What follows belongs to an exercise in optimizing a design on an open flow for small area; a production flow would make more cautious choices. RTL that was checked went through simulation tests only; none was proved equivalent to the original. Function not checked in runs 1, 2, 4 and 5: the RTL went through the layout flow alone. Power figures rest on the tool's default switching activity, not on a simulated workload.

[config.mk]
export PLATFORM = sky130hd
export DESIGN_NAME = whackGame
export DESIGN_NICKNAME = whackGame
export VERILOG_FILES = /design/flow/design.v
export SDC_FILE = /design/flow/constraint.sdc
export NUM_CORES = 4
export LEC_CHECK = 0
export CAP_MARGIN = 20
export CORE_MARGIN = 2
export CORE_UTILIZATION = 40
export CTS_BUF_LIST = sky130_fd_sc_hd__clkbuf_2
export SLEW_MARGIN = 20
[constraint.sdc]
create_clock -name core_clock -period 30.0 [get_ports {Clock}]
set_input_delay 6.0000 -clock core_clock [delete_from_list [all_inputs] [get_ports {Clock}]]
set_output_delay 6.0000 -clock core_clock [all_outputs]
set_load 0.01 [all_outputs]
[design.v]
package bcdPkg;
	typedef logic [3:0] bcdDigitT;  
	localparam int NumDigits = 4;  
	typedef bcdDigitT [NumDigits-1:0] bcdCountT;  
	function automatic bcdCountT bcdAdd(input bcdCountT a, input bcdCountT b);
		logic [4*NumDigits-1:0] aFlat;
		logic [4*NumDigits-1:0] bFlat;
		logic [4*NumDigits-1:0] result;
		logic carry;
		logic [4:0] digitSum;
		aFlat = a;
		bFlat = b;
		result = '0;
		carry = 1'b0;
		for (int i = 0; i < NumDigits; i++) begin
			digitSum = {1'b0, aFlat[4*i +: 4]} + {1'b0, bFlat[4*i +: 4]} + {4'b0, carry};
			carry = (digitSum > 5'd9);
			if (carry) begin
				digitSum = digitSum - 5'd10;  
			end
			result[4*i +: 4] = digitSum[3:0];
		end
		bcdAdd = result;
	endfunction
endpackage
package gamePkg;
	localparam int NumMoles = 8;  
	localparam int HeightMax = 20;  
	localparam int HeightWidth = 5;
	localparam int WaitCount = 4;  
	localparam int WaitWidth = $clog2(WaitCount + 1);
	typedef logic [HeightWidth-1:0] heightT;
	localparam int StepPeriod = 2;
	localparam int WaitPeriod = 4;
	localparam int TickWidth = $clog2((StepPeriod > WaitPeriod ? StepPeriod : WaitPeriod) + 1);
	localparam int LfsrWidth = 16;  
	localparam int SlotSpacing = 60;  
	localparam int SeqLength = NumMoles * SlotSpacing;
	localparam logic [1:0] WhackIdle = 2'b00;
	localparam logic [1:0] WhackPressed = 2'b01;
	localparam logic [1:0] WhackHit = 2'b11;
	localparam logic [1:0] MoleHiding = 2'b00;
	localparam logic [1:0] MoleRising = 2'b01;
	localparam logic [1:0] MoleWaiting = 2'b11;
	localparam logic [1:0] MoleLowering = 2'b10;
endpackage
`timescale 1ns/10ps
module tickGenerator (
	input logic [1:0] count,
	output logic stepTick,
	output logic waitTick
);
	assign stepTick = count[0];
	assign waitTick = count[0] & count[1];
endmodule
`timescale 1ns/10ps
module moleScheduler (
	input logic Clock,
	input logic reset,
	input logic loadSeed,
	input logic shift,
	output logic [gamePkg::LfsrWidth-1:0] seedCount,
	output logic [gamePkg::NumMoles-1:0] riseRequest
);
	localparam int FillWidth = $clog2(gamePkg::SeqLength + 1);
	logic [gamePkg::LfsrWidth-1:0] lfsr;
	logic feedback;
	logic [gamePkg::SeqLength-1:0] seqBits;  
	logic [FillWidth-1:0] fill;  
	always_ff @(posedge Clock or posedge reset) begin
		if (reset) begin
			seedCount <= '0;
		end else begin
			seedCount <= seedCount + 1'b1;
		end
	end
	assign feedback = lfsr[0] ^ lfsr[2] ^ lfsr[3] ^ lfsr[5];
	always_ff @(posedge Clock or posedge reset) begin
		if (reset) begin
			lfsr <= '0;
		end else if (loadSeed) begin
			lfsr <= seedCount;
		end else if (shift) begin
			lfsr <= {feedback, lfsr[gamePkg::LfsrWidth-1:1]};
		end
	end
	always_ff @(posedge Clock) begin
		if (shift) begin
			seqBits <= {seqBits[gamePkg::SeqLength-2:0], lfsr[0]};
		end
	end
	always_ff @(posedge Clock or posedge reset) begin
		if (reset) begin
			fill <= '0;
		end else if (shift && fill != FillWidth'(gamePkg::SeqLength)) begin
			fill <= fill + 1'b1;
		end
	end
	for (genvar k = 0; k < gamePkg::NumMoles; k++) begin : gTap
		assign riseRequest[k] = seqBits[(k + 1) * gamePkg::SlotSpacing - 1] &
			(fill >= FillWidth'((k + 1) * gamePkg::SlotSpacing));
	end
endmodule
`timescale 1ns/10ps
module whackDecoder (
	input logic Clock,
	input logic reset,
	input logic [gamePkg::NumMoles-1:0] switches,
	output logic [gamePkg::NumMoles-1:0] hit
);
	logic [gamePkg::NumMoles-1:0] pressed;
	always_ff @(posedge Clock or posedge reset) begin
		if (reset) begin
			pressed <= '0;
			hit <= '0;
		end else begin
			pressed <= switches & ~hit;
			hit <= pressed & ~switches;
		end
	end
endmodule
`timescale 1ns/10ps
module moleRiser (
	input logic Clock,
	input logic reset,
	input logic stepTick,
	input logic waitTick,
	input logic go,
	input logic hit,
	output gamePkg::heightT height,
	output logic hiding
);
	logic [1:0] state;
	gamePkg::heightT h;
	logic rising;
	logic waiting;
	logic lowering;
	logic atTop;  
	logic waitDone;  
	logic atBottom;  
	logic count;  
	logic down;  
	assign rising = (state == gamePkg::MoleRising);
	assign waiting = (state == gamePkg::MoleWaiting);
	assign lowering = (state == gamePkg::MoleLowering);
	assign hiding = (state == gamePkg::MoleHiding);
	assign atTop = h[4] & h[2];
	assign waitDone = ~h[2] & ~h[1] & ~h[0];
	assign atBottom = (h == '0);
	assign down = state[1];
	assign count = (rising & stepTick & ~atTop) | (lowering & stepTick & ~atBottom) |
		(waiting & waitTick & ~waitDone);
	logic [4:0] toggle;
	logic [4:0] hNext;
	logic [1:0] stateNext;
	always_comb begin
		toggle[0] = count;
		for (int i = 1; i < 5; i++) begin
			toggle[i] = toggle[i-1] & (h[i-1] ^ down);
		end
		hNext = h ^ toggle;
		hNext[2] = hNext[2] | (waiting & waitDone);  
		case (state)
			gamePkg::MoleHiding: stateNext = go ? gamePkg::MoleRising : state;
			gamePkg::MoleRising: stateNext = atTop ? gamePkg::MoleWaiting : state;
			gamePkg::MoleWaiting: stateNext = waitDone ? gamePkg::MoleLowering : state;
			default: stateNext = atBottom ? gamePkg::MoleHiding : state;
		endcase
	end
	always_ff @(posedge Clock or posedge reset) begin
		if (reset) begin
			state <= gamePkg::MoleHiding;
			h <= '0;
		end else begin
			state <= hit ? gamePkg::MoleHiding : stateNext;
			h <= hit ? '0 : hNext;
		end
	end
	assign height = {h[4], h[3], h[2] | waiting, h[1] & ~waiting, h[0] & ~waiting};
endmodule
`timescale 1ns/10ps
module scoreTally (
	input logic Clock,
	input logic reset,
	input logic [gamePkg::NumMoles-1:0] hit,
	input logic [gamePkg::NumMoles-1:0] hiding,
	input logic [gamePkg::NumMoles-1:0] riseRequest,
	output bcdPkg::bcdCountT totalScore,
	output bcdPkg::bcdCountT totalRise
);
	bcdCounter i_score (
		.Clock(Clock),
		.reset(reset),
		.events(hit & ~hiding),
		.total(totalScore)
	);
	bcdCounter i_rise (
		.Clock(Clock),
		.reset(reset),
		.events(riseRequest & hiding),
		.total(totalRise)
	);
endmodule
module bcdCounter (
	input logic Clock,
	input logic reset,
	input logic [gamePkg::NumMoles-1:0] events,
	output logic [15:0] total
);
	logic [3:0] n;
	logic [4:0] ones;
	logic [3:0] onesNext;
	logic c0;
	logic [3:0] tensNext;
	logic [3:0] hundNext;
	logic [3:0] thouNext;
	always_comb begin
		n = '0;
		for (int i = 0; i < gamePkg::NumMoles; i++) begin
			n = n + 4'(events[i]);
		end
	end
	assign ones = {1'b0, total[3:0]} + {1'b0, n};
	assign c0 = (ones > 5'd9);
	assign onesNext = c0 ? 4'(ones - 5'd10) : ones[3:0];
	function automatic logic [3:0] incDigit(input logic [3:0] d);
		incDigit = (d == 4'd9) ? 4'd0 : d + 1'b1;
	endfunction
	assign tensNext = incDigit(total[7:4]);
	assign hundNext = incDigit(total[11:8]);
	assign thouNext = incDigit(total[15:12]);
	always_ff @(posedge Clock or posedge reset) begin
		if (reset) begin
			total <= '0;
		end else begin
			total[3:0] <= onesNext;
			if (c0) begin
				total[7:4] <= tensNext;
				if (total[7:4] == 4'd9) begin
					total[11:8] <= hundNext;
					if (total[11:8] == 4'd9) begin
						total[15:12] <= thouNext;
					end
				end
			end
		end
	end
endmodule
`timescale 1ns/10ps
module whackGame (
	input logic Clock,
	input logic reset,
	input logic [gamePkg::NumMoles-1:0] switches,
	input logic loadSeed,
	input logic shift,
	output gamePkg::heightT [gamePkg::NumMoles-1:0] moleHeights,
	output bcdPkg::bcdCountT totalScore,
	output bcdPkg::bcdCountT totalRise
);
	logic stepTick;
	logic waitTick;
	logic [gamePkg::LfsrWidth-1:0] seedCount;
	logic [gamePkg::NumMoles-1:0] riseRequest;
	logic [gamePkg::NumMoles-1:0] hit;
	logic [gamePkg::NumMoles-1:0] hiding;
	moleScheduler i_moleScheduler (
		.Clock(Clock),
		.reset(reset),
		.loadSeed(loadSeed),
		.shift(shift),
		.seedCount(seedCount),
		.riseRequest(riseRequest)
	);
	tickGenerator i_tickGenerator (
		.count(seedCount[1:0]),
		.stepTick(stepTick),
		.waitTick(waitTick)
	);
	whackDecoder i_whackDecoder (
		.Clock(Clock),
		.reset(reset),
		.switches(switches),
		.hit(hit)
	);
	for (genvar m = 0; m < gamePkg::NumMoles; m++) begin : gMole
		moleRiser i_moleRiser (
			.Clock(Clock),
			.reset(reset),
			.stepTick(stepTick),
			.waitTick(waitTick),
			.go(riseRequest[m]),
			.hit(hit[m]),
			.height(moleHeights[m]),
			.hiding(hiding[m])
		);
	end
	scoreTally i_scoreTally (
		.Clock(Clock),
		.reset(reset),
		.hit(hit),
		.hiding(hiding),
		.riseRequest(riseRequest),
		.totalScore(totalScore),
		.totalRise(totalRise)
	);
endmodule
[run.sh]
#!/bin/bash
# synth_recipe.tcl (not shown) runs the flow's synth.tcl, then flattens the netlist and writes it again
# the make line also repeats each setting of config.mk as NAME=value (left out here)
make -C /OpenROAD-flow-scripts/flow DESIGN_CONFIG=/design/flow/config.mk WORK_HOME=/design/flow/orfs CLKGATE_MAP_FILE= SYNTH_SCRIPT=/design/flow/synth_recipe.tcl finish
==> metrics.cfg, run 1 <==
[synthesis]
async_flop_share_pct = 23.2
syn_nets = 1445
ys_ff_latch = 625
postSynthCellCount = 1405
ys_types = 67
yosysWarnings = 4
syn_avg_cell_area_sq_um = 16.5
synth_area_sq_um = 23200
synth_edf_count = 480
synthFlopType = edfxtp_1
ys_seq_area_share_pct = 77.6

[cells_and_area]
area_growth_pct = 12.2
mostFrequentLayoutCells = 480 x edfxtp_1, 225 x clkbuf_2, 145 x dfrtp_1
drive_above_1_share_pct = 16.5
layout_commonest_cell = edfxtp_1
nets = 1616
fin_cells = 2460

[timing]
max_clock_freq_ghz = 0.115
skew_ns = 0.112
finalHoldViolCount = 0
setup_viol = 0
rsz0062_at_grt = no
max_slew_margin_pct = 34.2
min_period_over_period_pct = 29.1
finalMaxSlewViolations = 0
fin_tns_setup_ns = 0
final.min_clock_period_ns = 8.73
worst_slew_pin_slew_ns = 0.988

[routing]
drtPass1Iterations = 5
drt_iter0_drc = 851
avgRoutedWirePerCell_um = 15.3
avgViaCountPerCell = 4.78
dr_total_vias = 11800
routed_wirelength_um = 37500
ant_nets = 0
drc = 0

[clock_tree]
cts.clk_slew.worst_paths_ns = 0.11
hold_buffers = 0
htreeDepth = 4
cts-resized-gates = 0
cts_tree = yes
clock_insertion_delay_worst_skew_ns = 1.25
root_buffer = clkbuf_2
cts_buffers = 153
clock_path_buffers = 3
post_cts_buffers = 0
cts.sinks = 625

[power_and_ir_drop]
power_leakage_nw = 9.95
ir_drop_uv = 33.7
power.density_nw_per_um2 = 61.9

[die]
die_w_um = 245
io_pins = 84
die_y_um = 245
core.rowCount = 88
core_sq_um = 57600
initial_utilization_pct = 40.4
dieArea_sq_um = 60100

[min_path]
holdCritPathClass = register to register
min_to = i_moleScheduler.seqBits[104]
hold_path_startpoint = i_moleScheduler.seqBits[103]
hold_depth = 0

[worst_setup_path]
cp_data_required_time_ns = 24.00
crit_buf_inv = 1
startpoint_type = register
path_delay_family = flip-flops
worstReg2RegStart = i_moleScheduler.fill[5]
r2r_cells = 16
crit_chain = nand2_1 -> and2_1 -> clkdlybuf4s50_1
critical_path_class = register to output port
slowest_delay_ns = 0.61
r2r-end = i_scoreTally.i_rise.total[13]
cpMaxStageDelayCell = dfrtp_1
cp_max_fo = 13
regToRegSetupSlack_ns = 24.17
endpoint_kind = output port
crit_arrival_ns = 2.73

[placed_design]
port_buffers = 83
placed_cells = 2186
hpwl_um = 20900
gp_congestion = 0.777

[grt]
antenna_found_initial = 3
grt_usage_pct = 12.8
grt_first_pass_wirelength_um = 60700
grt_max_degree = 190
grt-ovfl-total = 0
grt_pass1_vias = 11700

[flow_run]
max_cap_violations = 0

[outcome]
status = finished clean

cells by family after synthesis:
kind of cell             synth area share [%]
flip-flops                               77.6
AND/OR/NAND/NOR                          7.84
AO/OA/AOI/OAI                            5.54
buffers and inverters                    2.30
XOR/XNOR                                 2.37
multiplexers                             2.49
adder cells (fa/ha/maj)                  1.83
registers in the layout, summed over array words and instances, names as in the netlist:
| name | count |
|---|---|
| i_moleScheduler.lfsr | 16 |
| i_moleScheduler.fill | 9 |
| gMole.i_moleRiser.h | 40 |
| i_whackDecoder.pressed | 8 |
| i_moleScheduler.seqBits | 480 |
| i_moleScheduler.seedCount | 16 |
| i_whackDecoder.hit | 8 |
| i_scoreTally.i_score.total | 16 |
| gMole.i_moleRiser.state | 16 |
| i_scoreTally.i_rise.total | 16 |
area by class of cell:
cell class / instances / area (sq um)
fill: 5139 / 31500
sequential: 625 / 18000
multi-input combinational: 668 / 4670
clock buffer: 225 / 1130
tap: 765 / 957
timing repair buffer: 89 / 893
clock inverter: 47 / 235
inverter: 39 / 151
antenna: 2 / 5.00
per-layer routing:
| metal | global-route usage, % | vias to the layer above | routed length, um |
|---|---|---|---|
| met5 | 0 | - | 12 |
| li1 | - | 5598 | - |
| met4 | 7.32 | 2 | 896 |
| met2 | 17.3 | 235 | 16300 |
| met1 | 18.1 | 5848 | 18400 |
| met3 | 3.97 | 71 | 1920 |
per-stage QoR:
step           hold slack [ns]  total power [mW]  setup WS, ns  cell area [sq um]  utilization (%)
2_1_floorplan            0.400              1.06         20.11              23200                -
3_3_place_gp             0.402              1.09         21.17              24700             42.9
3_5_place_dp             0.405              1.09         21.05              24700             42.9
4_1_cts                  0.329              1.65         21.05              26100             45.3
5_1_grt                  0.358              1.70         21.03              26100             45.3
6_report                 0.355              1.62         21.27              26100             45.3
synthesized netlist by cell type, drive strengths merged, types with 6 or more instances:
cell / count / area, sq um
nand4: 20 / 125
nand3: 37 / 185
ha: 18 / 225
o311a: 7 / 104
nor2: 73 / 274
a21oi: 52 / 268
o21ai: 45 / 297
nor2b: 53 / 332
and2: 17 / 106
a21boi: 6 / 45.1
and3: 11 / 68.8
or3: 11 / 98.8
mux2: 31 / 349
mux2i: 23 / 230
edfxtp: 480 / 14400
nand2b: 11 / 68.8
nor3: 12 / 60.1
a22o: 8 / 70.1
buf: 36 / 250
nand2: 68 / 255
o21bai: 7 / 52.6
a211oi: 12 / 90.1
inv: 39 / 146
nor3b: 10 / 75.1
a21o: 10 / 75.1
dfrtp: 145 / 3630
xor2: 18 / 158
fa: 10 / 200
clkbuf: 37 / 139
xnor2: 45 / 394
worst max-delay path by stage:
stage / end / start / cells after the start
floorplan: gMole[0].i_moleRiser.h[0] / reset / 1
global placement: i_moleScheduler.lfsr[1] / shift / 5
detailed placement: i_moleScheduler.lfsr[4] / shift / 5
CTS: moleHeights[15] / gMole[3].i_moleRiser.state[1] / 3
global route: moleHeights[25] / gMole[5].i_moleRiser.state[1] / 3
finish: moleHeights[16] / gMole[3].i_moleRiser.state[1] / 3
report_power, final:
part | internal [mW] | leakage (nW) | switching [mW]
combinational | 0.0237 | 2.24 | 0.0384
sequential | 0.984 | 6.66 | 0.0270
clock | 0.205 | 1.04 | 0.337
==> run 2, diff against run 1 <==
--- a/config.mk
+++ b/config.mk
@@ -9,4 +9,4 @@
 export CORE_MARGIN = 2
 export CORE_UTILIZATION = 40
-export CTS_BUF_LIST = sky130_fd_sc_hd__clkbuf_2
+export CTS_BUF_LIST = sky130_fd_sc_hd__clkbuf_4
 export SLEW_MARGIN = 20
==> metrics.cfg, run 2 <==
[worst_setup_path]
crit_arrival_ns = 2.41  ; -0.32 ns
cp_max_fo = 12  ; -1
crit_chain = nand2_1 -> and2_1 -> clkdlybuf4s50_1
slowest_delay_ns = 0.60  ; about the same
crit_buf_inv = 1  ; unchanged
cpMaxStageDelayCell = dfrtp_1
startpoint_type = register
cp_data_required_time_ns = 24.00  ; about the same
critical_path_class = register to output port
path_delay_family = flip-flops
endpoint_kind = output port

[die]
die_w_um = 245  ; unchanged
core.rowCount = 88  ; unchanged
dieArea_sq_um = 60100  ; unchanged
core_sq_um = 57600  ; unchanged
die_y_um = 245  ; unchanged
io_pins = 84  ; unchanged
initial_utilization_pct = 40.4  ; unchanged

[placed_design]
gp_congestion = 0.777  ; unchanged
dpl_cell_area_sq_um = 24700  ; unchanged
hpwl_um = 20900  ; unchanged
placed_cells = 2186  ; unchanged
dp_slack_ns = 21.05  ; unchanged
port_buffers = 83  ; unchanged

[synthesis]
syn_avg_cell_area_sq_um = 16.5  ; unchanged
ys_ff_latch = 625  ; unchanged
async_flop_share_pct = 23.2  ; unchanged
synth_top_area_share_pct = 62.0  ; unchanged
synth_area_leaders = edfxtp_1 62%, dfrtp_1 16%, xnor2_1 1.7%
synth.largest_area_cell = edfxtp_1
synth_common_cells = 480 x edfxtp_1, 145 x dfrtp_1, 73 x nor2_1
ys_types = 67  ; unchanged
synth_edf_count = 480  ; unchanged
syn_nets = 1445  ; unchanged
yosysWarnings = 4  ; unchanged
yosysMostFrequentCell = edfxtp_1
synth_area_sq_um = 23200  ; unchanged
postSynthCellCount = 1405  ; unchanged
ys_seq_area_share_pct = 77.6  ; unchanged
synthFlopType = edfxtp_1

[clock_tree]
cts.sinks = 625  ; unchanged
cts-resized-gates = 0  ; unchanged
cts_tree = yes
root_buffer = clkbuf_4
post_cts_buffers = 0  ; unchanged
clock_insertion_delay_worst_skew_ns = 0.94  ; -0.31 ns
clock_path_buffers = 3  ; unchanged
htreeDepth = 4  ; unchanged
hold_buffers = 0  ; unchanged
cts_buffers = 156  ; +2.0%
cts.clk_slew.worst_paths_ns = 0.06  ; -0.05 ns

[routing]
drtPass1Iterations = 5  ; unchanged
avgRoutedWirePerCell_um = 15.2  ; -0.22%
drc = 0  ; unchanged
avgViaCountPerCell = 4.80  ; +0.51%
routed_wirelength_um = 37300  ; -0.54%
ant_nets = 0  ; unchanged
drt_iter0_drc = 879  ; +3.3%
dr_total_vias = 11800  ; +0.19%

[timing]
max_clock_freq_ghz = 0.119  ; +3.7%
max_slew_margin_pct = 33.6  ; -0.60 points
setup_viol = 0  ; unchanged
finalHoldViolCount = 0  ; unchanged
worst_slew_pin_slew_ns = 0.997  ; +0.00906 ns
rsz0062_at_grt = no
min_period_over_period_pct = 28.0  ; -1.0 points
final.min_clock_period_ns = 8.41  ; -0.315 ns
fin_ws_ns = 21.59  ; +0.315 ns
finalMaxSlewViolations = 0  ; unchanged
skew_ns = 0.0614  ; -0.0509 ns
fin_tns_setup_ns = 0  ; unchanged
whs_ns = 0.379  ; +0.0238 ns

[grt]
antenna_found_initial = 3  ; unchanged
grt-ovfl-total = 0  ; unchanged
grt_first_pass_wirelength_um = 60800  ; +0.20%
grt_pass1_vias = 11800  ; +0.57%
grt_usage_pct = 12.8  ; +0.031 points
grt_max_degree = 190  ; unchanged

[cells_and_area]
top_register = i_moleScheduler.seqBits
area_growth_pct = 14.5
mostFrequentLayoutCells = 480 x edfxtp_1, 210 x clkbuf_4, 145 x dfrtp_1
nFillCells = 5099  ; -0.78%
nets = 1619  ; +0.19%
largest_reg_flops = 480  ; unchanged
drive_above_1_share_pct = 15.8  ; -0.68 points
final_area_sq_um = 26600  ; +2.1%
layout_commonest_cell = edfxtp_1
final_core_util_pct = 46.2  ; +0.94 points
fin_cells = 2452  ; -0.33%
top_regs = i_moleScheduler.seqBits (480), gMole.i_moleRiser.h (40)

[power_and_ir_drop]
power_leakage_nw = 10.0  ; +0.82%
power.density_nw_per_um2 = 66.0  ; +6.5%
ir_drop_uv = 34.5  ; +2.3%
finalPower_mw = 1.76  ; +8.7%

[outcome]
status = finished clean

[min_path]
holdCritPathClass = register to register

[flow_run]
max_cap_violations = 0  ; unchanged

run 2: cell counts after synthesis:
No cell type changed its count.
run 2: worst reg2reg max path, delay by kind of cell (launching register included):
kind / cells / cell delay (ns)
AO/OA/AOI/OAI: 3 / 1.13
XOR/XNOR: 1 / 0.33
adder cells (fa/ha/maj): 6 / 2.62
buffers and inverters: 1 / 0.05
flip-flops: 1 / 0.53
multiplexers: 1 / 0.35
AND/OR/NAND/NOR: 4 / 0.69
run 2: worst paths after layout:
kind | to | from | cells past startpoint | slack [ns]
worst min-delay path | i_moleScheduler.seqBits[142] | i_moleScheduler.seqBits[141] | 0 | 0.38
worst min register to register | i_moleScheduler.seqBits[142] | i_moleScheduler.seqBits[141] | 0 | 0.38
max in group asynchronous | i_whackDecoder.pressed[5] | reset | 3 | 22.99
worst max register to register | i_scoreTally.i_rise.total[13] | i_moleScheduler.fill[4] | 16 | 24.15
worst max-delay path | moleHeights[20] | gMole[4].i_moleRiser.state[1] | 3 | 21.59
min in group asynchronous | i_scoreTally.i_rise.total[11] | reset | 2 | 5.55
run 2: final cells by class:
type                            instances  area (sq um)  share of cell area [%]
Multi-Input combinational cell        668          4670                    17.5
Tap cell                              765           957                    3.60
Clock buffer                          210          1580                    5.92
Clock inverter                         53           322                    1.21
Antenna cell                            3          7.51                  0.0282
Inverter                               39           151                   0.569
Sequential cell                       625         18000                    67.8
Timing Repair Buffer                   89           893                    3.36
run 2: kinds of logic (layout without fill, tap and decap cells):
kind of cell	count (synthesis)	after routing	synth area share (%)
other cells	0	3	0
flops	625	625	77.6
mux	54	54	2.49
fa+ha+maj	28	28	1.83
xor+xnor	63	63	2.37
compound gates	179	179	5.54
buf+inv	112	391	2.30
simple gates	344	344	7.84
run 2: metal layers:
metal,vias up,routed length [um],GRT usage (%)
li1,5607,-,-
met1,5848,18200,18.0
met2,244,16400,17.4
met3,75,1820,4.58
met4,2,937,6.44
met5,-,12,0
run 2: report_power, final:
part	switching (mW)	internal, mW	total [mW]	leakage, nW
clock	0.335	0.346	0.682	1.12
sequential	0.0268	0.985	1.01	6.66
combinational	0.0385	0.0237	0.0622	2.24
total	0.400	1.36	1.76	10.0
==> run 3, diff against run 2 <==
--- a/design.v
+++ b/design.v
@@ -151,28 +151,23 @@
 	assign count = (rising & stepTick & ~atTop) | (lowering & stepTick & ~atBottom) |
 		(waiting & waitTick & ~waitDone);
-	logic [4:0] toggle;
-	logic [4:0] hNext;
-	logic [1:0] stateNext;
-	always_comb begin
-		toggle[0] = count;
-		for (int i = 1; i < 5; i++) begin
-			toggle[i] = toggle[i-1] & (h[i-1] ^ down);
-		end
-		hNext = h ^ toggle;
-		hNext[2] = hNext[2] | (waiting & waitDone);  
-		case (state)
-			gamePkg::MoleHiding: stateNext = go ? gamePkg::MoleRising : state;
-			gamePkg::MoleRising: stateNext = atTop ? gamePkg::MoleWaiting : state;
-			gamePkg::MoleWaiting: stateNext = waitDone ? gamePkg::MoleLowering : state;
-			default: stateNext = atBottom ? gamePkg::MoleHiding : state;
-		endcase
-	end
 	always_ff @(posedge Clock or posedge reset) begin
 		if (reset) begin
 			state <= gamePkg::MoleHiding;
 			h <= '0;
+		end else if (hit) begin
+			state <= gamePkg::MoleHiding;
+			h <= '0;
 		end else begin
-			state <= hit ? gamePkg::MoleHiding : stateNext;
-			h <= hit ? '0 : hNext;
+			if (count) begin
+				h <= down ? h - 1'b1 : h + 1'b1;
+			end else if (waiting & waitDone) begin
+				h[2] <= 1'b1;  
+			end
+			case (state)
+				gamePkg::MoleHiding: if (go) state <= gamePkg::MoleRising;
+				gamePkg::MoleRising: if (atTop) state <= gamePkg::MoleWaiting;
+				gamePkg::MoleWaiting: if (waitDone) state <= gamePkg::MoleLowering;
+				default: if (atBottom) state <= gamePkg::MoleHiding;
+			endcase
 		end
 	end
--- a/config.mk
+++ b/config.mk
@@ -9,4 +9,3 @@
 export CORE_MARGIN = 2
 export CORE_UTILIZATION = 40
-export CTS_BUF_LIST = sky130_fd_sc_hd__clkbuf_4
 export SLEW_MARGIN = 20
==> metrics.cfg, run 3 <==
[clock_tree]
hold_buffers = 0  ; unchanged
cts.sinks = 625  ; unchanged
htreeDepth = 2  ; -2
cts_buffers = 61  ; -61%
post_cts_buffers = 0  ; unchanged
cts-resized-gates = 0  ; unchanged
root_buffer = clkbuf_16
clock_insertion_delay_worst_skew_ns = 0.63  ; -0.31 ns
cts_tree = yes
clock_path_buffers = 3  ; unchanged
cts.clk_slew.worst_paths_ns = 0.06  ; about the same

[timing]
final.min_clock_period_ns = 8.88  ; +0.473 ns
rsz0062_at_grt = no
worst_slew_pin_slew_ns = 1.04  ; +0.0441 ns
max_slew_margin_pct = 30.6  ; -2.9 points
skew_ns = 0.0508  ; -0.0106 ns
min_period_over_period_pct = 29.6  ; +1.6 points
finalHoldViolCount = 0  ; unchanged
setup_viol = 0  ; unchanged
fin_tns_setup_ns = 0  ; unchanged
max_clock_freq_ghz = 0.113  ; -5.3%
finalMaxSlewViolations = 0  ; unchanged

[synthesis]
synth_top_area_share_pct = 61.9  ; -0.073 points
yosysMostFrequentCell = edfxtp_1
synth_area_leaders = edfxtp_1 62%, dfrtp_1 16%, ha_1 2.3%
ys_seq_area_share_pct = 77.5  ; -0.092 points
synth_edf_count = 480  ; unchanged
synth_common_cells = 480 x edfxtp_1, 145 x dfrtp_1, 79 x a21oi_1
syn_nets = 1475  ; +2.1%
synth_area_sq_um = 23300  ; +0.12%
synth.largest_area_cell = edfxtp_1
postSynthCellCount = 1403  ; -0.14%
ys_types = 59  ; -12%
async_flop_share_pct = 23.2  ; unchanged
syn_avg_cell_area_sq_um = 16.6  ; +0.26%
yosysWarnings = 4  ; unchanged
synthFlopType = edfxtp_1
ys_ff_latch = 625  ; unchanged

[routing]
routed_wirelength_um = 38000  ; +1.7%
drc = 0  ; unchanged
drtPass1Iterations = 5  ; unchanged
dr_total_vias = 11400  ; -3.0%
avgRoutedWirePerCell_um = 16.4  ; +7.8%
ant_nets = 0  ; unchanged
avgViaCountPerCell = 4.94  ; +2.8%
drt_iter0_drc = 844  ; -4.0%

[cells_and_area]
fin_cells = 2312  ; -5.7%
drive_above_1_share_pct = 8.34  ; -7.5 points
mostFrequentLayoutCells = 480 x edfxtp_1, 145 x dfrtp_1, 82 x clkdlybuf4s50_1
largest_reg_flops = 480  ; unchanged
top_regs = i_moleScheduler.seqBits (480), gMole.i_moleRiser.h (40)
top_register = i_moleScheduler.seqBits
area_growth_pct = 15.2
nFillCells = 4876  ; -4.4%
layout_commonest_cell = edfxtp_1
nets = 1568  ; -3.2%
final_area_sq_um = 26800  ; +0.75%
diodes = 0  ; -3
final_core_util_pct = 46.6  ; +0.35 points

[worst_setup_path]
endpoint_kind = register
regToRegSetupSlack_ns = 24.23  ; +0.08 ns
startpoint_type = primary input
r2r_cells = 18  ; +2
critical_path_class = primary input to register
cp_max_fo = 134  ; +122
r2r-end = i_scoreTally.i_rise.total[5]
cp_data_required_time_ns = 30.30  ; +6.30 ns
worstReg2RegStart = i_moleScheduler.fill[4]
crit_arrival_ns = 9.18  ; +6.77 ns
crit_start = shift

[power_and_ir_drop]
finalPower_mw = 2.08  ; +19%
power_leakage_nw = 10.1  ; +1.0%
power.density_nw_per_um2 = 77.7  ; +18%
ir_drop_uv = 47.3  ; +37%

[placed_design]
hpwl_um = 22100  ; +5.8%
port_buffers = 83  ; unchanged
placed_cells = 2197  ; +0.50%
gp_congestion = 0.800  ; +3.0%
dpl_cell_area_sq_um = 24800  ; +0.52%

[min_path]
holdCritPathClass = register to register
min_to = i_moleScheduler.seqBits[79]
hold_depth = 0  ; unchanged
hold_path_startpoint = i_moleScheduler.seqBits[78]

[die]
die_y_um = 245  ; about the same
dieArea_sq_um = 60100  ; +0.11%
io_pins = 84  ; unchanged
core.rowCount = 88  ; unchanged
core_sq_um = 57600  ; unchanged
die_w_um = 245  ; about the same
initial_utilization_pct = 40.4  ; +0.048 points

[grt]
grt_pass1_vias = 11300  ; -4.2%
grt_first_pass_wirelength_um = 61600  ; +1.3%
grt_usage_pct = 12.9  ; +0.032 points
grt-ovfl-total = 0  ; unchanged
antenna_found_initial = 2  ; -1
grt_max_degree = 135  ; -29%

[flow_run]
max_cap_violations = 0  ; unchanged

[outcome]
status = finished clean

[run 3: changes by cell type after synthesis, sizes merged, moves of 9 or more]
cell / before / now
a211oi: 12 / 2
buf: 36 / 21
nand2: 68 / 54
nand3: 37 / 47
a21oi: 52 / 79
mux2: 31 / 12
nor2: 73 / 50
nand4: 20 / 9
nor3: 12 / 33
a21o: 10 / 22
o21ai: 45 / 54
inv: 39 / 26
ha: 18 / 42
nor2b: 53 / 37
[run 3: cell type report]
type	count	area, sq um	share of cell area (%)
inverter	26	103	0.383
sequential	625	18000	67.3
timing repair buffer	92	936	3.49
tap	765	957	3.57
clock inverter	42	350	1.31
multi-input combinational	690	4830	18.0
clock buffer	72	1600	5.96
[run 3: stage by stage]
stage / setup WS, ns / hold slack [ns]
after floorplan: 20.11 / 0.400
after global placement: 20.26 / 0.403
after detailed placement: 20.12 / 0.405
after CTS: 20.85 / 0.361
after global routing: 20.76 / 0.370
final: 21.12 / 0.368
[run 3: logic make-up after synthesis]
family	share of synthesized area [%]
AO/OA/AOI/OAI	6.04
XOR/XNOR	2.52
adder cells (fa/ha/maj)	3.81
buffers and inverters	1.72
flip-flops	77.5
multiplexers	1.53
AND/OR/NAND/NOR	6.85
[run 3: worst max-delay path by stage]
stage | end | cells after the start | slack, ns
detailed placement | i_moleScheduler.seqBits[115] | 4 | 20.12
global placement | i_moleScheduler.seqBits[115] | 4 | 20.26
finish | i_moleScheduler.seqBits[461] | 5 | 21.12
global route | i_moleScheduler.seqBits[468] | 5 | 20.76
CTS | i_moleScheduler.seqBits[464] | 4 | 20.85
floorplan | gMole[0].i_moleRiser.h[0] | 1 | 20.11
[run 3: where the power goes]
group | switching (mW) | internal (mW) | leakage (nW) | total, mW
Combinational | 0.144 | 0.134 | 2.58 | 0.278
Sequential | 0.0595 | 1.01 | 6.60 | 1.07
Clock | 0.322 | 0.416 | 0.958 | 0.738
[run 3: worst max-delay path, cell delays in order]
cell and delay [ns]:
buf_8 0.58, buf_4 0.69, buf_4 0.93, buf_4 0.54, buf_16 0.32
[run 3: routing by layer]
metal / GRT usage, % / part of all wire (%) / vias to the layer above / routed length, um
met5: 0 / 0.079 / - / 30
met3: 2.73 / 4.2 / 71 / 1590
met2: 18.1 / 43 / 191 / 16400
li1: - / - / 5421 / -
met4: 4.66 / 2.5 / 4 / 946
met1: 19.6 / 50 / 5731 / 19000
==> run 4, diff against run 3 <==
--- a/design.v
+++ b/design.v
@@ -151,23 +151,28 @@
 	assign count = (rising & stepTick & ~atTop) | (lowering & stepTick & ~atBottom) |
 		(waiting & waitTick & ~waitDone);
+	logic [4:0] toggle;
+	logic [4:0] hNext;
+	logic [1:0] stateNext;
+	always_comb begin
+		toggle[0] = count;
+		for (int i = 1; i < 5; i++) begin
+			toggle[i] = toggle[i-1] & (h[i-1] ^ down);
+		end
+		hNext = h ^ toggle;
+		hNext[2] = hNext[2] | (waiting & waitDone);  
+		case (state)
+			gamePkg::MoleHiding: stateNext = go ? gamePkg::MoleRising : state;
+			gamePkg::MoleRising: stateNext = atTop ? gamePkg::MoleWaiting : state;
+			gamePkg::MoleWaiting: stateNext = waitDone ? gamePkg::MoleLowering : state;
+			default: stateNext = atBottom ? gamePkg::MoleHiding : state;
+		endcase
+	end
 	always_ff @(posedge Clock or posedge reset) begin
 		if (reset) begin
 			state <= gamePkg::MoleHiding;
 			h <= '0;
-		end else if (hit) begin
-			state <= gamePkg::MoleHiding;
-			h <= '0;
-		end else begin
-			if (count) begin
-				h <= down ? h - 1'b1 : h + 1'b1;
-			end else if (waiting & waitDone) begin
-				h[2] <= 1'b1;  
-			end
-			case (state)
-				gamePkg::MoleHiding: if (go) state <= gamePkg::MoleRising;
-				gamePkg::MoleRising: if (atTop) state <= gamePkg::MoleWaiting;
-				gamePkg::MoleWaiting: if (waitDone) state <= gamePkg::MoleLowering;
-				default: if (atBottom) state <= gamePkg::MoleHiding;
-			endcase
+		end else begin
+			state <= hit ? gamePkg::MoleHiding : stateNext;
+			h <= hit ? '0 : hNext;
 		end
 	end
@@ -203,40 +208,29 @@
 	output logic [15:0] total
 );
-	logic [3:0] n;
-	logic [4:0] ones;
-	logic [3:0] onesNext;
-	logic c0;
-	logic [3:0] tensNext;
-	logic [3:0] hundNext;
-	logic [3:0] thouNext;
+	logic [4:0] ones;  
+	logic carry;  
+	logic [3:0] en;  
+	logic [15:0] toggle;
+	assign ones = 5'(total[3:0]) + 5'(events[0]) + 5'(events[1]) + 5'(events[2]) +
+		5'(events[3]) + 5'(events[4]) + 5'(events[5]) + 5'(events[6]) + 5'(events[7]);
+	assign carry = ones[4] | (ones[3] & (ones[2] | ones[1]));
+	assign en[1] = carry;
+	assign en[2] = en[1] & total[4] & total[7];
+	assign en[3] = en[2] & total[8] & total[11];
 	always_comb begin
-		n = '0;
-		for (int i = 0; i < gamePkg::NumMoles; i++) begin
-			n = n + 4'(events[i]);
-		end
-	end
-	assign ones = {1'b0, total[3:0]} + {1'b0, n};
-	assign c0 = (ones > 5'd9);
-	assign onesNext = c0 ? 4'(ones - 5'd10) : ones[3:0];
-	function automatic logic [3:0] incDigit(input logic [3:0] d);
-		incDigit = (d == 4'd9) ? 4'd0 : d + 1'b1;
-	endfunction
-	assign tensNext = incDigit(total[7:4]);
-	assign hundNext = incDigit(total[11:8]);
-	assign thouNext = incDigit(total[15:12]);
+		toggle = '0;
+		for (int d = 1; d < 4; d++) begin
+			toggle[4*d] = en[d];
+			toggle[4*d+1] = en[d] & total[4*d] & ~total[4*d+3];
+			toggle[4*d+2] = en[d] & total[4*d] & total[4*d+1];
+			toggle[4*d+3] = en[d] & total[4*d] & (total[4*d+3] | (total[4*d+1] & total[4*d+2]));
+		end
+	end
 	always_ff @(posedge Clock or posedge reset) begin
 		if (reset) begin
 			total <= '0;
 		end else begin
-			total[3:0] <= onesNext;
-			if (c0) begin
-				total[7:4] <= tensNext;
-				if (total[7:4] == 4'd9) begin
-					total[11:8] <= hundNext;
-					if (total[11:8] == 4'd9) begin
-						total[15:12] <= thouNext;
-					end
-				end
-			end
+			total[3:0] <= carry ? 4'(ones + 5'd6) : ones[3:0];
+			total[15:4] <= total[15:4] ^ toggle[15:4];
 		end
 	end
==> flow/run.sh (new file) <==
#!/bin/bash
# Standard synthesis and layout (standard.sh), with: every gate set to the
# smallest size of its family after floorplanning (repair_design then upsizes
# what needs it), minimum-size port buffers, and a leaner clock tree (no dummy
# loads, small leaf buffers).
set -euo pipefail
here=$(pwd)
bash standard.sh finish \
	"POST_FLOORPLAN_TCL=$here/flow/downsize.tcl" \
	"BUFFER_PORTS_ARGS=-buffer_cell sky130_fd_sc_hd__buf_1" \
	"CTS_ARGS=-sink_clustering_enable -repair_clock_nets -dont_use_dummy_load -buf_list sky130_fd_sc_hd__clkbuf_8 -root_buf sky130_fd_sc_hd__clkbuf_16 -sink_clustering_buffer sky130_fd_sc_hd__clkbuf_8 -sink_clustering_size 16 -sink_clustering_max_diameter 50" \
	> flow.log 2>&1
==> flow/downsize.tcl (new file) <==
# Swap every standard cell to the smallest-area cell of the same family
# (same name up to the drive-strength suffix, so same function and pins).
# repair_design later upsizes whatever then violates slew or capacitance.
set db [ord::get_db]
set dont_use {}
if { [info exists ::env(DONT_USE_CELLS)] } { set dont_use $::env(DONT_USE_CELLS) }
set best [dict create]
foreach lib [$db getLibs] {
  foreach m [$lib getMasters] {
    set name [$m getName]
    if { ![regexp {^(sky130_fd_sc_hd__.+)_(\d+)$} $name -> base drive] } { continue }
    set skip 0
    foreach p $dont_use { if { [string match $p $name] } { set skip 1 } }
    if { $skip } { continue }
    set a [expr { [$m getWidth] * [$m getHeight] }]
    if { ![dict exists $best $base] || $a < [lindex [dict get $best $base] 1] } {
      dict set best $base [list $m $a]
    }
  }
}
set swapped 0
foreach inst [[ord::get_db_block] getInsts] {
  set m [$inst getMaster]
  if { [$inst isFixed] } { continue }
  if { ![regexp {^(sky130_fd_sc_hd__.+)_(\d+)$} [$m getName] -> base drive] } { continue }
  if { [regexp {^sky130_fd_sc_hd__(df|edf|sdf|dl|tap|fill|decap|conb)} [$m getName]] } { continue }
  if { ![dict exists $best $base] } { continue }
  set nm [lindex [dict get $best $base] 0]
  if { [$nm getName] ne [$m getName] } {
    $inst swapMaster $nm
    incr swapped
  }
}
puts "downsize: swapped $swapped instances"
==> standard.sh (new file) <==
#!/bin/bash
# synth_recipe.tcl (not shown) runs the flow's synth.tcl, then flattens the netlist and writes it again
# the make line also repeats each setting of config.mk as NAME=value (left out here)
make -C /OpenROAD-flow-scripts/flow DESIGN_CONFIG=/design/flow/config.mk WORK_HOME=/design/flow/orfs CLKGATE_MAP_FILE= SYNTH_SCRIPT=/design/flow/synth_recipe.tcl "${@:-finish}"
--- a/config.mk
+++ b/config.mk
@@ -8,4 +8,4 @@
 export CAP_MARGIN = 20
 export CORE_MARGIN = 2
-export CORE_UTILIZATION = 40
+export CORE_UTILIZATION = 65
 export SLEW_MARGIN = 20
removed: run.sh
==> metrics.cfg, run 4 <==
[worst_setup_path]
startpoint_type = primary input
critical_path_class = primary input to register
cp_data_required_time_ns = 30.15  ; -0.15 ns
path_delay_family = buffers and inverters
crit_top_cell = buf_4
cpMaxStageDelayCell = buf_4
crit_arrival_ns = 8.28  ; -0.90 ns
endpoint_kind = register
cp_max_fo = 81  ; -40%
slowest_delay_ns = 0.85  ; -0.08 ns
crit_buf_inv = 3  ; -2
crit_chain = clkbuf_4 -> buf_4 -> buf_4

[grt]
grt_pass1_vias = 9846  ; -13%
grt-ovfl-total = 0  ; unchanged
antenna_found_initial = 1  ; -1
grt_usage_pct = 19.1  ; +6.2 points
grt_max_degree = 204  ; +51%
grt_first_pass_wirelength_um = 53600  ; -13%

[power_and_ir_drop]
power.density_nw_per_um2 = 61.8  ; -20%
ir_drop_uv = 51.6  ; +9.0%
power_leakage_nw = 8.71  ; -14%

[routing]
drc = 0  ; unchanged
drtPass1Iterations = 5  ; unchanged
drt_iter0_drc = 774  ; -8.3%
routed_wirelength_um = 33300  ; -12%
avgRoutedWirePerCell_um = 18.0  ; +9.7%
ant_nets = 0  ; unchanged
dr_total_vias = 10400  ; -8.8%
avgViaCountPerCell = 5.63  ; +14%

[synthesis]
synth_area_leaders = edfxtp_1 64%, dfrtp_1 16%, xnor2_1 1.7%
synth_top_area_share_pct = 63.7  ; +1.7 points
syn_avg_cell_area_sq_um = 17.2  ; +3.8%
synth_edf_count = 480  ; unchanged
synth.largest_area_cell = edfxtp_1
syn_nets = 1362  ; -7.7%
ys_ff_latch = 625  ; unchanged
synth_common_cells = 480 x edfxtp_1, 145 x dfrtp_1, 73 x nand2_1
postSynthCellCount = 1315  ; -6.3%
ys_types = 60  ; +1.7%
ys_seq_area_share_pct = 79.7  ; +2.2 points
yosysWarnings = 4  ; unchanged
synthFlopType = edfxtp_1
synth_area_sq_um = 22600  ; -2.7%
yosysMostFrequentCell = edfxtp_1
async_flop_share_pct = 23.2  ; unchanged

[cells_and_area]
layout_commonest_cell = edfxtp_1
mostFrequentLayoutCells = 480 x edfxtp_1, 145 x dfrtp_1, 81 x buf_1
top_regs = i_moleScheduler.seqBits (480), gMole.i_moleRiser.h (40)
top_register = i_moleScheduler.seqBits
multi_input_area_sq_um = 4000  ; -17%
layout.area.seq_sq_um = 18000  ; unchanged
drive_above_1_share_pct = 4.31  ; -4.0 points
largest_reg_flops = 480  ; unchanged
area_growth_pct = 5.34
nFillCells = 2268  ; -53%
nets = 1441  ; -8.1%

[min_path]
holdCritPathClass = register to register

[clock_tree]
clock_insertion_delay_worst_skew_ns = 0.55  ; -0.08 ns
post_cts_buffers = 0  ; unchanged
htreeDepth = 2  ; unchanged
cts_tree = yes
hold_buffers = 0  ; unchanged
cts.sinks = 625  ; unchanged
clock_path_buffers = 3  ; unchanged
cts_buffers = 52  ; -15%
cts-resized-gates = 0  ; unchanged
cts.clk_slew.worst_paths_ns = 0.08  ; +0.02 ns
root_buffer = clkbuf_16

[placed_design]
dp_slack_ns = 21.11  ; +0.990 ns
port_buffers = 83  ; unchanged
gp_congestion = 0.788  ; -1.5%
hpwl_um = 19000  ; -14%

[die]
dieArea_sq_um = 36300  ; -40%
initial_utilization_pct = 65.7  ; +25 points
io_pins = 84  ; unchanged
die_w_um = 191  ; -22%
core.rowCount = 68  ; -23%
core_sq_um = 34500  ; -40%
die_y_um = 191  ; -22%

[timing]
final.min_clock_period_ns = 8.12  ; -0.759 ns
finalMaxSlewViolations = 0  ; unchanged
max_slew_margin_pct = 26.2  ; -4.4 points
worst_slew_pin_slew_ns = 1.11  ; +0.0667 ns
min_period_over_period_pct = 27.1  ; -2.5 points
fin_tns_setup_ns = 0  ; unchanged
setup_viol = 0  ; unchanged
max_clock_freq_ghz = 0.123  ; +9.3%
finalHoldViolCount = 0  ; unchanged
rsz0062_at_grt = no
skew_ns = 0.0459  ; -0.00492 ns
fin_ws_ns = 21.88  ; +0.759 ns

[flow_run]
max_cap_violations = 0  ; unchanged

[outcome]
status = finished clean

run 4: layer usage:
metal | up-vias | wire [um] | share of wire [%] | track usage, %
met4 | 0 | 584 | 1.8 | 5.25
met2 | 203 | 14000 | 42 | 25.3
met3 | 49 | 1670 | 5.0 | 4.25
li1 | 4952 | - | - | -
met1 | 5209 | 17000 | 51 | 32.1
met5 | - | 0 | 0 | 0
run 4: cell type report:
cell class	count	share of cell area, %
Inverter	24	0.399
Timing Repair Buffer	88	1.55
Multi-Input combinational cell	603	16.8
Clock buffer	52	3.24
Tap cell	455	2.39
Sequential cell	625	75.7
Antenna cell	1	0.0105
run 4: worst register-to-register path, stage by stage, from the launching register on:
cell      delay (ns)
dfrtp_1         0.48
and4_1          0.26
o41ai_1         0.77
or3_1           0.28
fa_1            0.47
fa_1            0.53
inv_1           0.05
fa_1            0.50
fa_1            0.49
fa_1            0.43
xnor2_1         0.32
ha_1            0.27
nor2b_1         0.06
a2111o_1        0.39
o21ai_0         0.26
inv_1           0.22
ha_1            0.28
and2_0          0.15
ha_1            0.22
and2_0          0.15
ha_1            0.20
nand2b_1        0.10
xnor2_1         0.12
run 4: metrics by stage:
| stage | utilization, % | std cells | hold slack (ns) | power, mW | area [sq um] |
|---|---|---|---|---|---|
| 2_1_floorplan | - | 1315 | 0.400 | 1.05 | 22600 |
| 3_3_place_gp | 66.9 | 1795 | 0.402 | 1.08 | 23100 |
| 3_5_place_dp | 66.9 | 1795 | 0.405 | 1.08 | 23100 |
| 6_report | 69.2 | 1848 | 0.393 | 1.47 | 23800 |
| 4_1_cts | 69.2 | 1847 | 0.393 | 1.50 | 23800 |
| 5_1_grt | 69.2 | 1847 | 0.399 | 1.54 | 23800 |
run 4: worst paths after layout:
kind	start	endpoint	slack, ns	depth (start not counted)
min in group asynchronous	reset	i_scoreTally.i_score.total[14]	5.66	2
worst min-delay path	i_moleScheduler.seqBits[88]	i_moleScheduler.seqBits[89]	0.39	0
max in group asynchronous	reset	i_scoreTally.i_score.total[4]	23.11	3
worst max register to register	i_moleScheduler.fill[5]	i_scoreTally.i_rise.total[13]	22.90	22
worst max-delay path	shift	i_moleScheduler.seqBits[80]	21.88	3
worst min register to register	i_moleScheduler.seqBits[88]	i_moleScheduler.seqBits[89]	0.39	0
run 4: power breakdown:
part | internal (mW) | switching [mW] | leakage [nW] | total, mW
Sequential | 0.984 | 0.0253 | 6.67 | 1.01
Clock | 0.171 | 0.244 | 0.400 | 0.415
Combinational | 0.0168 | 0.0338 | 1.64 | 0.0506
Total | 1.17 | 0.303 | 8.71 | 1.47
run 4: cells by family (layout without fill, tap and decap cells):
family	Yosys count	count (layout)	share of synthesized area (%)
buffers and inverters	87	164	1.88
AO/OA/AOI/OAI	190	190	5.71
adder cells (fa/ha/maj)	35	35	2.27
XOR/XNOR	60	60	2.32
AND/OR/NAND/NOR	290	290	6.84
other	0	1	0
multiplexers	28	28	1.28
flip-flops	625	625	79.7
==> run 5, diff against run 4 <==
--- a/flow/run.sh
+++ b/flow/run.sh
@@ -9,4 +9,4 @@
 	"POST_FLOORPLAN_TCL=$here/flow/downsize.tcl" \
 	"BUFFER_PORTS_ARGS=-buffer_cell sky130_fd_sc_hd__buf_1" \
-	"CTS_ARGS=-sink_clustering_enable -repair_clock_nets -dont_use_dummy_load -buf_list sky130_fd_sc_hd__clkbuf_8 -root_buf sky130_fd_sc_hd__clkbuf_16 -sink_clustering_buffer sky130_fd_sc_hd__clkbuf_8 -sink_clustering_size 16 -sink_clustering_max_diameter 50" \
+	"CTS_ARGS=-sink_clustering_enable -repair_clock_nets -dont_use_dummy_load -buf_list sky130_fd_sc_hd__clkbuf_8 -root_buf sky130_fd_sc_hd__clkbuf_16 -sink_clustering_buffer sky130_fd_sc_hd__clkbuf_16 -sink_clustering_size 36 -sink_clustering_max_diameter 80" \
 	> flow.log 2>&1
==> metrics.cfg, run 5 <==
[outcome]
status = finished clean

[cells_and_area]
layout_commonest_cell = edfxtp_1
final_core_util_pct = 68.9  ; -0.35 points
top_regs = i_moleScheduler.seqBits (480), gMole.i_moleRiser.h (40)
nFillCells = 2277  ; +0.40%
mostFrequentLayoutCells = 480 x edfxtp_1, 145 x dfrtp_1, 81 x buf_1
largest_reg_flops = 480  ; unchanged
area_growth_pct = 4.81
nets = 1415  ; -1.8%
top_register = i_moleScheduler.seqBits
drive_above_1_share_pct = 2.49  ; -1.8 points

[die]
die_w_um = 191  ; unchanged
core.rowCount = 68  ; unchanged
io_pins = 84  ; unchanged
dieArea_sq_um = 36300  ; unchanged
die_y_um = 191  ; unchanged
core_sq_um = 34500  ; unchanged
initial_utilization_pct = 65.7  ; unchanged

[timing]
max_slew_margin_pct = 26.5  ; +0.28 points
finalMaxSlewViolations = 0  ; unchanged
max_clock_freq_ghz = 0.124  ; +0.52%
rsz0062_at_grt = no
final.min_clock_period_ns = 8.08  ; -0.0424 ns
skew_ns = 0.0688  ; +0.0230 ns
finalHoldViolCount = 0  ; unchanged
min_period_over_period_pct = 26.9  ; -0.14 points
worst_slew_pin_slew_ns = 1.10  ; -0.00427 ns
setup_viol = 0  ; unchanged
fin_tns_setup_ns = 0  ; unchanged

[synthesis]
synth_area_leaders = edfxtp_1 64%, dfrtp_1 16%, xnor2_1 1.7%
yosysWarnings = 4  ; unchanged
yosysMostFrequentCell = edfxtp_1
ys_types = 60  ; unchanged
synth_top_area_share_pct = 63.7  ; unchanged
async_flop_share_pct = 23.2  ; unchanged
ys_ff_latch = 625  ; unchanged
synth_common_cells = 480 x edfxtp_1, 145 x dfrtp_1, 73 x nand2_1
synthFlopType = edfxtp_1
syn_nets = 1362  ; unchanged
syn_avg_cell_area_sq_um = 17.2  ; unchanged
synth_area_sq_um = 22600  ; unchanged
postSynthCellCount = 1315  ; unchanged
synth.largest_area_cell = edfxtp_1
synth_edf_count = 480  ; unchanged
ys_seq_area_share_pct = 79.7  ; unchanged

[grt]
top_usage_layer = met1
grtUsageMet2_pct = 25.2  ; -0.098 points
grt_max_degree = 204  ; unchanged
grt-ovfl-total = 0  ; unchanged
grt_usage_pct = 18.3  ; -0.77 points
grt_pass1_vias = 9646  ; -2.0%
met1_usage_pct = 31.6  ; -0.55 points
grt_first_pass_wirelength_um = 52300  ; -2.4%
antenna_found_initial = 0  ; -1
grtUsageMet3_pct = 2.50  ; -1.7 points

[routing]
dr_total_vias = 10300  ; -0.86%
avgRoutedWirePerCell_um = 17.8  ; -1.1%
drtPass1Iterations = 5  ; unchanged
ant_nets = 0  ; unchanged
drc = 0  ; unchanged
routed_wirelength_um = 32400  ; -2.5%
avgViaCountPerCell = 5.67  ; +0.55%
drt_iter0_drc = 766  ; -1.0%

[clock_tree]
cts_buffers = 26  ; -50%
cts-resized-gates = 0  ; unchanged
post_cts_buffers = 0  ; unchanged
cts.clk_slew.worst_paths_ns = 0.10  ; +0.02 ns
cts.sinks = 625  ; unchanged
clock_path_buffers = 3  ; unchanged
clock_insertion_delay_worst_skew_ns = 0.58  ; +0.03 ns
hold_buffers = 0  ; unchanged
root_buffer = clkbuf_16
htreeDepth = 1  ; -1
cts_tree = yes

[worst_setup_path]
endpoint_kind = register
startpoint_type = primary input
cp_max_fo = 81  ; unchanged
cp_data_required_time_ns = 30.20  ; +0.05 ns
critical_path_class = primary input to register
crit_arrival_ns = 8.28  ; about the same

[power_and_ir_drop]
power.density_nw_per_um2 = 60.8  ; -1.6%
ir_drop_uv = 47.8  ; -7.3%
power_leakage_nw = 8.63  ; -0.91%

[min_path]
holdCritPathClass = register to register

[flow_run]
max_cap_violations = 0  ; unchanged

[placed_design]
gp_congestion = 0.788  ; unchanged
hpwl_um = 19000  ; unchanged
port_buffers = 83  ; unchanged

-- run 5: worst paths after layout --
| path | from | endpoint | slack, ns | depth (start not counted) |
|---|---|---|---|---|
| min reg2reg | i_moleScheduler.seqBits[13] | i_moleScheduler.seqBits[14] | 0.39 | 0 |
| min in group asynchronous | reset | i_moleScheduler.seedCount[13] | 5.64 | 2 |
| max | shift | i_moleScheduler.seqBits[92] | 21.92 | 3 |
| max in group asynchronous | reset | i_scoreTally.i_score.total[0] | 23.11 | 3 |
| min | i_moleScheduler.seqBits[13] | i_moleScheduler.seqBits[14] | 0.39 | 0 |
| max reg2reg | i_moleScheduler.fill[5] | i_scoreTally.i_rise.total[13] | 22.91 | 22 |
-- run 5: power by group --
part / total (mW) / switching [mW] / internal, mW
registers: 1.01 / 0.0254 / 0.984
logic: 0.0506 / 0.0338 / 0.0168
clock network: 0.384 / 0.228 / 0.156
total: 1.44 / 0.288 / 1.16
-- run 5: area by class of cell --
class | instances | area (sq um) | share of cell area (%)
Sequential cell | 625 | 18000 | 76.0
Multi-Input combinational cell | 603 | 4000 | 16.8
Clock buffer | 26 | 651 | 2.74
Tap cell | 455 | 569 | 2.40
Timing Repair Buffer | 88 | 370 | 1.56
Inverter | 24 | 95.1 | 0.401
Antenna cell | 1 | 2.50 | 0.0105
-- run 5: layer usage --
metal  vias up  part of all wire, %
met3        41                  3.3
met2       147                   43
met1      5221                   52
li1       4914                    -
met5         -                    0
met4         0                  1.9
-- run 5: logic make-up after synthesis --
logic type / share of synthesized area, %
AO/OA/AOI/OAI: 5.71
XOR/XNOR: 2.32
adder cells (fa/ha/maj): 2.27
buffers and inverters: 1.88
flip-flops: 79.7
multiplexers: 1.28
AND/OR/NAND/NOR: 6.84
-- run 5: per-stage QoR --
stage | worst slack, ns | instance area [sq um] | instances | power (mW) | hold slack, ns
floorplan | 20.11 | 22600 | 1315 | 1.05 | 0.400
global placement | 21.11 | 23100 | 1795 | 1.08 | 0.402
detailed placement | 21.11 | 23100 | 1795 | 1.08 | 0.405
CTS | 21.72 | 23700 | 1821 | 1.46 | 0.394
global route | 21.71 | 23700 | 1821 | 1.50 | 0.390
finish | 21.92 | 23700 | 1822 | 1.44 | 0.394
-- run 5: critical path, stage by stage --
cell	delay (ns)
clkbuf_4	0.53
buf_4	0.84
buf_4	0.80
==> run 6, diff against run 5 <==
--- a/design.v
+++ b/design.v
@@ -66,4 +66,5 @@
 	logic [gamePkg::LfsrWidth-1:0] lfsr;
 	logic feedback;
+	logic seeded;  
 	logic [gamePkg::SeqLength-1:0] seqBits;  
 	logic [FillWidth-1:0] fill;  
@@ -78,6 +79,11 @@
 	always_ff @(posedge Clock or posedge reset) begin
 		if (reset) begin
-			lfsr <= '0;
+			seeded <= 1'b0;
 		end else if (loadSeed) begin
+			seeded <= 1'b1;
+		end
+	end
+	always_ff @(posedge Clock) begin
+		if (loadSeed) begin
 			lfsr <= seedCount;
 		end else if (shift) begin
@@ -87,5 +93,5 @@
 	always_ff @(posedge Clock) begin
 		if (shift) begin
-			seqBits <= {seqBits[gamePkg::SeqLength-2:0], lfsr[0]};
+			seqBits <= {seqBits[gamePkg::SeqLength-2:0], lfsr[0] & seeded};
 		end
 	end
--- a/flow/run.sh
+++ b/flow/run.sh
@@ -9,4 +9,4 @@
 	"POST_FLOORPLAN_TCL=$here/flow/downsize.tcl" \
 	"BUFFER_PORTS_ARGS=-buffer_cell sky130_fd_sc_hd__buf_1" \
-	"CTS_ARGS=-sink_clustering_enable -repair_clock_nets -dont_use_dummy_load -buf_list sky130_fd_sc_hd__clkbuf_8 -root_buf sky130_fd_sc_hd__clkbuf_16 -sink_clustering_buffer sky130_fd_sc_hd__clkbuf_16 -sink_clustering_size 36 -sink_clustering_max_diameter 80" \
+	"CTS_ARGS=-sink_clustering_enable -repair_clock_nets -dont_use_dummy_load -buf_list sky130_fd_sc_hd__clkbuf_8 -root_buf sky130_fd_sc_hd__clkbuf_16 -sink_clustering_buffer sky130_fd_sc_hd__clkbuf_16 -sink_clustering_size 30 -sink_clustering_max_diameter 70" \
 	> flow.log 2>&1
==> metrics.cfg, run 6 <==
[worst_setup_path]
crit_top_cell = buf_4
crit_buf_inv = 3  ; unchanged
endpoint_kind = register
r2r_cells = 23  ; +4.5%
r2r-end = i_scoreTally.i_rise.total[15]
path_delay_family = buffers and inverters
crit_chain = clkbuf_4 -> buf_4 -> buf_4
slowest_delay_ns = 0.89  ; +0.05 ns
cp_num_cells = 3  ; unchanged
critical_path.endpoint = i_moleScheduler.seqBits[384]
crit_arrival_ns = 8.38  ; +0.10 ns
startpoint_type = primary input
regToRegSetupSlack_ns = 23.11  ; +0.20 ns
crit_start = shift
worstReg2RegStart = i_moleScheduler.fill[5]
cp_max_fo = 88  ; +8.6%
cp_data_required_time_ns = 30.16  ; -0.04 ns
critical_path_class = primary input to register
cpMaxStageDelayCell = buf_4

[clock_tree]
cts-resized-gates = 0  ; unchanged
cts.sinks = 626  ; +0.16%
root_buffer = clkbuf_16
cts_tree = yes
clock_path_buffers = 3  ; unchanged
clock_insertion_delay_worst_skew_ns = 0.54  ; -0.04 ns
hold_buffers = 0  ; unchanged
htreeDepth = 2  ; +1
cts.clk_slew.worst_paths_ns = 0.10  ; about the same
cts_buffers = 35  ; +35%
post_cts_buffers = 0  ; unchanged

[power_and_ir_drop]
finalPower_mw = 1.65  ; +14%
power.density_nw_per_um2 = 68.9  ; +13%
power_leakage_nw = 8.58  ; -0.63%
ir_drop_uv = 55.5  ; +16%

[synthesis]
postSynthCellCount = 1285  ; -2.3%
ys_seq_area_share_pct = 80.4  ; +0.75 points
synth_edf_count = 496  ; +3.3%
synth_area_sq_um = 22600  ; -0.36%
synth_common_cells = 496 x edfxtp_1, 130 x dfrtp_1, 58 x nand2_1
ys_types = 56  ; -6.7%
synth_top_area_share_pct = 66.0  ; +2.4 points
synth_area_leaders = edfxtp_1 66%, dfrtp_1 14%, xnor2_1 1.7%
async_flop_share_pct = 20.8  ; -2.4 points
syn_nets = 1332  ; -2.2%
synth.largest_area_cell = edfxtp_1
yosysMostFrequentCell = edfxtp_1
yosysWarnings = 4  ; unchanged
ys_ff_latch = 626  ; +0.16%
syn_avg_cell_area_sq_um = 17.6  ; +2.0%
synthFlopType = edfxtp_1

[timing]
skew_ns = 0.0539  ; -0.0149 ns
whs_ns = 0.373  ; -0.0209 ns
finalHoldViolCount = 0  ; unchanged
fin_tns_setup_ns = 0  ; unchanged
min_period_over_period_pct = 27.4  ; +0.46 points
finalMaxSlewViolations = 0  ; unchanged
worst_slew_pin_slew_ns = 1.02  ; -0.0837 ns
max_clock_freq_ghz = 0.122  ; -1.7%
max_slew_margin_pct = 32.0  ; +5.6 points
rsz0062_at_grt = no
setup_viol = 0  ; unchanged
fin_ws_ns = 21.78  ; -0.138 ns
final.min_clock_period_ns = 8.22  ; +0.138 ns

[cells_and_area]
top_register = i_moleScheduler.seqBits
area_growth_pct = 6.32
drive_above_1_share_pct = 3.33  ; +0.84 points
top_regs = i_moleScheduler.seqBits (480), gMole.i_moleRiser.h (40)
diodes = 0  ; -1
nFillCells = 2272  ; -0.22%
final_area_sq_um = 24000  ; +1.1%
nets = 1401  ; -0.99%
final_core_util_pct = 69.8  ; +0.92 points
largest_reg_flops = 480  ; unchanged
layout_commonest_cell = edfxtp_1
fin_cells = 1807  ; -0.82%
mostFrequentLayoutCells = 496 x edfxtp_1, 130 x dfrtp_1, 82 x buf_1

[grt]
top_usage_layer = met1
met1_usage_pct = 30.3  ; -1.2 points
antenna_found_initial = 0  ; unchanged
grt_first_pass_wirelength_um = 52000  ; -0.63%
grtUsageMet3_pct = 3.31  ; +0.81 points
grtUsageMet2_pct = 25.7  ; +0.50 points
grt_usage_pct = 18.4  ; +0.037 points
grt_max_degree = 199  ; -2.5%
grt_pass1_vias = 9731  ; +0.88%
grt-ovfl-total = 0  ; unchanged

[die]
dieArea_sq_um = 36200  ; -0.35%
die_y_um = 190  ; -0.18%
die_w_um = 190  ; -0.18%
core.rowCount = 68  ; unchanged
initial_utilization_pct = 65.6  ; -0.074 points
io_pins = 84  ; unchanged
core_sq_um = 34400  ; -0.25%

[outcome]
status = finished clean

[routing]
dr_total_vias = 10200  ; -1.2%
avgRoutedWirePerCell_um = 18.0  ; +0.83%
drt_iter0_drc = 822  ; +7.3%
drc = 0  ; unchanged
avgViaCountPerCell = 5.64  ; -0.42%
ant_nets = 0  ; unchanged
routed_wirelength_um = 32400  ; about the same
drtPass1Iterations = 5  ; unchanged

[placed_design]
gp_congestion = 0.820  ; +4.1%
dpl_cell_area_sq_um = 23100  ; about the same
port_buffers = 83  ; unchanged
hpwl_um = 18800  ; -0.88%
dp_slack_ns = 21.14  ; +0.0314 ns
placed_cells = 1771  ; -1.3%

[min_path]
holdCritPathClass = register to register
hold_path_startpoint = i_moleScheduler.seqBits[78]

[flow_run]
max_cap_violations = 0  ; unchanged

==> run 6: cell types whose count changed after synthesis, moves of 15 or more <==
cell	delta
mux2_2	+15
mux2i_1	-16
o21ai_0	-17
nand2_1	-15
dfrtp_1	-15
edfxtp_1	+16
==> run 6: worst min path at each step <==
stage / to / slack (ns) / depth (start not counted)
after floorplan: i_moleScheduler.seqBits[100] / 0.40 / 0
after global placement: i_moleScheduler.seqBits[314] / 0.40 / 0
after detailed placement: i_moleScheduler.seqBits[102] / 0.40 / 0
after CTS: i_moleScheduler.seqBits[79] / 0.38 / 0
after global routing: i_moleScheduler.seqBits[79] / 0.38 / 0
final: i_moleScheduler.seqBits[79] / 0.37 / 0
==> run 6: routing by layer <==
layer	vias to the layer above	wire length [um]	part of all wire, %
li1	4852	-	-
met1	5106	16400	51
met2	188	14000	43
met3	49	1450	4.5
met4	0	607	1.9
met5	-	0	0
==> run 6: area by class of cell <==
cell class / instances / area (sq um) / area share (%)
sequential: 626 / 18100 / 75.7
multi-input combinational: 577 / 3890 / 16.2
clock buffer: 35 / 876 / 3.65
tap: 455 / 569 / 2.37
timing repair buffer: 91 / 408 / 1.70
inverter: 23 / 91.3 / 0.381
==> run 6: cell families (layout without fill, tap and decap cells) <==
family / count (synthesis) / count (layout) / synth area share (%)
flip-flops: 626 / 626 / 80.4
XOR/XNOR: 60 / 60 / 2.33
adder cells (fa/ha/maj): 35 / 35 / 2.27
multiplexers: 27 / 27 / 1.33
AND/OR/NAND/NOR: 278 / 278 / 6.51
buffers and inverters: 82 / 149 / 1.76
AO/OA/AOI/OAI: 177 / 177 / 5.35
==> run 6: power breakdown <==
part | internal (mW) | leakage, nW | switching, mW
combinational | 0.0623 | 1.57 | 0.0917
sequential | 1.01 | 6.58 | 0.0420
clock | 0.209 | 0.431 | 0.241

## re-timing with driven ports
The results above use ideal ports. As a check the final layouts listed here were re-extracted and re-timed, cells and wires unchanged. Step 1, drivers: a clkbuf_16 drives Clock and a buf_2 each remaining input, both assumed. Step 2 also shifts input and output timing later by t, the mid clock arrival at the registers, as if the neighbouring blocks saw the same clock. Slacks: no drivers / after step 1 / after step 2; pairs: no drivers / after step 1.
run | shift t [ns] | setup WS [ns] | worst slew at a driven data input, ns
run 1 | 1.259 | 21.275 / 21.223 / 21.058 | 0.05
run 2 | 0.969 | 21.589 / 21.536 / 21.085 | 0.05
run 3 | 0.657 | 21.116 / 21.122 / 20.465 | 0.08
run 4 | 0.585 | 21.875 / 21.890 / 21.305 | 0.10
run 5 | 0.600 | 21.918 / 21.931 / 21.331 | 0.10
run 6 | 0.570 | 21.780 / 21.795 / 21.226 | 0.06
After both steps setup and hold are still met in every run listed. For run 3, which loses most, drivers alone change the setup slack by +0.006 ns; drivers and shift together by -0.651 ns.
